What follows belongs to an exercise in optimizing a design on an open flow for small area; a production flow would make more cautious choices. In this exercise RTL edits were held to simulation tests only and were not proved equivalent to the original. Power figures rest on the tool's default switching activity, not on a simulated workload.

Setup of oak:
// icmp_tx_top
module icmp_tx_top #(
    parameter logic [47:0] board_mac = 48'h00_11_22_33_44_55,
    parameter logic [31:0]  board_ip  = {8'd192, 8'd168, 8'd1, 8'd123}
) (
    input  logic        clk,
    input  logic        rst_n,
    input  logic        start,
    input  logic [47:0] req_dest_mac,
    input  logic [31:0] req_dest_ip,
    input  logic [15:0] req_icmp_id,
    input  logic [15:0] req_icmp_seq,
    input  logic [15:0] req_payload_len,
    input  logic [31:0] req_payload_sum,
    input  logic [7:0]  payload_data,
    output logic        busy,
    output logic        payload_rd,
    output logic        gmii_tx_en,
    output logic [7:0]  gmii_txd,
    output logic        tx_done
);
For scale: roughly 220 flip-flops.
Settings: LEC_CHECK=0, CAP_MARGIN=20, CORE_MARGIN=2, CORE_UTILIZATION=40, PLACE_DENSITY=0.6, SLEW_MARGIN=20; clock period 8.0 ns.
standard.sh (not shown) runs the stock make flow with config.mk's settings and CLKGATE_MAP_FILE= SYNTH_SCRIPT=/design/flow/synth_recipe.tcl, a recipe that flattens the netlist after the stock synthesis.
==> flow/flow/run.sh <==
#!/bin/bash
# Standard layout, except that the port buffers are the smallest buffer cell.
set -euo pipefail
export BUFFER_PORTS_ARGS="-buffer_cell sky130_fd_sc_hd__buf_1"
bash standard.sh > standard_flow.log 2>&1
Both conditions hold for oak: the flow ran to the end and the final layout passed the timing, design-rule and antenna checks.
## Diff of input files: pine against oak
- CTS_BUF_LIST: unset -> sky130_fd_sc_hd__clkbuf_16
- CTS_CLUSTER_SIZE: unset -> 30
- CTS_CLUSTER_DIAMETER: unset -> 100
--- outcome ---
Static power due to leakage ended up 0.23 nW lower on pine than on oak. Final period demand of the worst path (higher): oak. After detailed routing, oak needs more wire than pine. Relative to oak, clock skew increased by 0.016 ns in pine. Re post-route non-filler standard cell count: pine is 26 down on oak.
Inputs modified between pine and birch:
- clearing CTS_CLUSTER_SIZE, which used to be 30
- clearing CTS_BUF_LIST, which used to be sky130_fd_sc_hd__clkbuf_16
- clearing CTS_CLUSTER_DIAMETER, which used to be 100
==> flow/run.sh (new file) <==
#!/bin/bash
# synth_recipe.tcl (not shown) runs the flow's synth.tcl, then flattens the netlist and writes it again
# the make line also repeats each setting of config.mk as NAME=value (left out here)
make -C /OpenROAD-flow-scripts/flow DESIGN_CONFIG=/design/flow/config.mk WORK_HOME=/design/flow/orfs CLKGATE_MAP_FILE= SYNTH_SCRIPT=/design/flow/synth_recipe.tcl finish
removed: flow/flow/run.sh
removed: flow/standard.sh
Results
Initial antenna violation count: lower on birch
Comparing pine against birch, there is no change at all in area occupied by multi-input gates.
The higher post-detailed-placement cell area of birch and pine is in birch.
Looking at highest-delay cell along the critical path, the sky130_fd_sc_hd__dfstp_2 result is from birch; the sky130_fd_sc_hd__dfrtp_1 one comes from pine.
Going from pine to birch, final period utilization went up 6.2 points, setup slack of the critical path after layout -0.49 ns.
First-iteration DRC count delta (birch -> pine): insignificant
Global-route met2 utilization is higher on birch
| total power | lower: pine |
Delta (birch minus pine): overall fraction of global-route tracks in use higher; final wirelength higher.
Setup changes, birch to maple
- setting CTS_CLUSTER_DIAMETER to 60 for the first time
- setting CTS_BUF_LIST to sky130_fd_sc_hd__clkbuf_8 for the first time
- setting CTS_CLUSTER_SIZE to 18 for the first time
==> flow/flow/run.sh (new file) <==
#!/bin/bash
# Standard layout, except that the port buffers are the smallest buffer cell.
set -euo pipefail
export BUFFER_PORTS_ARGS="-buffer_cell sky130_fd_sc_hd__buf_1"
bash standard.sh > standard_flow.log 2>&1
==> flow/standard.sh (new file) <==
#!/bin/bash
# synth_recipe.tcl (not shown) runs the flow's synth.tcl, then flattens the netlist and writes it again
# the make line also repeats each setting of config.mk as NAME=value (left out here)
make -C /OpenROAD-flow-scripts/flow DESIGN_CONFIG=/design/flow/config.mk WORK_HOME=/design/flow/orfs CLKGATE_MAP_FILE= SYNTH_SCRIPT=/design/flow/synth_recipe.tcl "${@:-finish}"
removed: flow/run.sh
Findings:
maple has completed all stages; timing, DRC and antenna checks passed.
maple reports its dominant power group as registers while birch reports the clock network.
Delta(sequential share of layout area, maple - birch) > 0
Final area sits lower in maple than in birch.
Diff birch -> maple: total core area did not really move; clock-buffer cell count went down; setup slack went up.

========
Another version of the RTL of icmp_tx_top (not shown whole).
Size in the first run: ~220 flip-flops, roughly 180 I/O pins, about 9900 um2 of cells after synthesis.
export LEC_CHECK = 0
export CAP_MARGIN = 20
export CORE_MARGIN = 2
export CORE_UTILIZATION = 40
export CTS_BUF_LIST = sky130_fd_sc_hd__clkbuf_16
export CTS_CLUSTER_DIAMETER = 100
export CTS_CLUSTER_SIZE = 28
export PLACE_DENSITY = 0.6
export SLEW_MARGIN = 20
create_clock -name core_clock -period 8.0 [get_ports {clk}]
==> flow/flow/run.sh <==
#!/bin/bash
# The standard layout with two changes: the combinational logic is mapped
# with an area-oriented ABC script (flow/area.abc), and the port buffers are
# the smallest buffer cell. Everything else is standard.sh unchanged.
set -euo pipefail
W=$PWD
export BUFFER_PORTS_ARGS="-buffer_cell sky130_fd_sc_hd__buf_1"
export MY_ABC_SCRIPT=$W/flow/area.abc
cat flow/abc_override.tcl synth_recipe.tcl > my_synth.tcl
sed "s#SYNTH_SCRIPT=[^ ]*#SYNTH_SCRIPT=$W/my_synth.tcl#" standard.sh > my_standard.sh
grep -q "SYNTH_SCRIPT=$W/my_synth.tcl" my_standard.sh
bash my_standard.sh > standard_flow.log 2>&1
==> flow/flow/abc_override.tcl <==
# Map the combinational logic with the area-oriented ABC script in MY_ABC_SCRIPT
# instead of ORFS's speed script. Registers are mapped before ABC runs, so they
# are the same as in the standard synthesis.
proc abc {args} {
  set i [lsearch $args -script]
  if {$i >= 0 && [info exists ::env(MY_ABC_SCRIPT)]} { lset args [expr {$i+1}] $::env(MY_ABC_SCRIPT) }
  yosys abc {*}$args
}
==> flow/flow/area.abc <==
strash
ifraig
balance -l
resub -K 6 -l
rewrite -l
resub -K 6 -N 2 -l
refactor -l
resub -K 8 -l
balance -l
resub -K 8 -N 2 -l
rewrite -l
resub -K 10 -l
rewrite -z -l
resub -K 10 -N 2 -l
balance -l
resub -K 12 -l
refactor -z -l
resub -K 12 -N 2 -l
rewrite -z -l
balance -l
strash
&get -n
&st
&dch -f
&nf -R 1000
&put
strash
&get -n
&st
&dch -f
&nf -R 1000
&put
buffer -c
topo
dnsize -c
Edit:
Settings changed: SYNTH_HIERARCHICAL set to 1, SYNTH_MINIMUM_KEEP_SIZE set to 0.
Sequential share of layout area rose by 1.0 points.
Non-clock buffer count grows by 1.
Sequential power decreases by about 10%.
Maximum frequency went up by about 1.5%.
Flip-flop and latch count does not change.
Routed wire length came out lower by about 4.6%.
Critical path depth rises by 1.

[re-timing with driven ports]
No port has a modelled driver above. Below, the same layouts with a new extraction and two added sets of constraints.
Step 1 (the two cells are an assumption about what drives the block):
set clk [get_ports {clk}]
set_driving_cell -lib_cell sky130_fd_sc_hd__clkbuf_16 $clk
set_driving_cell -lib_cell sky130_fd_sc_hd__buf_2 [delete_from_list [all_inputs] $clk]
Step 2 adds t to the input delays and takes it off the output delays; t is the mean of the earliest and latest rising clock arrival at the registers after step 1. Input paths then give back, and output paths get back, about the clock's delay inside the block.
Three values: no drivers, after step 1, after step 2; two values: the first two.
| run | t (ns) | slack for setup (ns) | worst setup path at the end | cell pins on the clock port's net |
|---|---|---|---|---|
| oak | 0.589 | 2.477 / 2.428 / 3.016 | register to output | 1 |
| pine | 0.518 | 2.551 / 2.502 / 3.020 | register to output | 1 |
| birch | 0.593 | 2.057 / 2.007 / 2.600 | register to output | 1 |
| maple | 0.598 | 2.463 / 2.420 / 3.018 | register to output | 1 |
| the first run of note 2 | 0.530 | 2.167 / 2.121 / 2.558 | register to register | 1 |
| the second run of note 2 | 0.515 | 2.253 / 2.205 / 2.720 | register to output | 1 |
After both steps setup and hold are still met in every run listed.
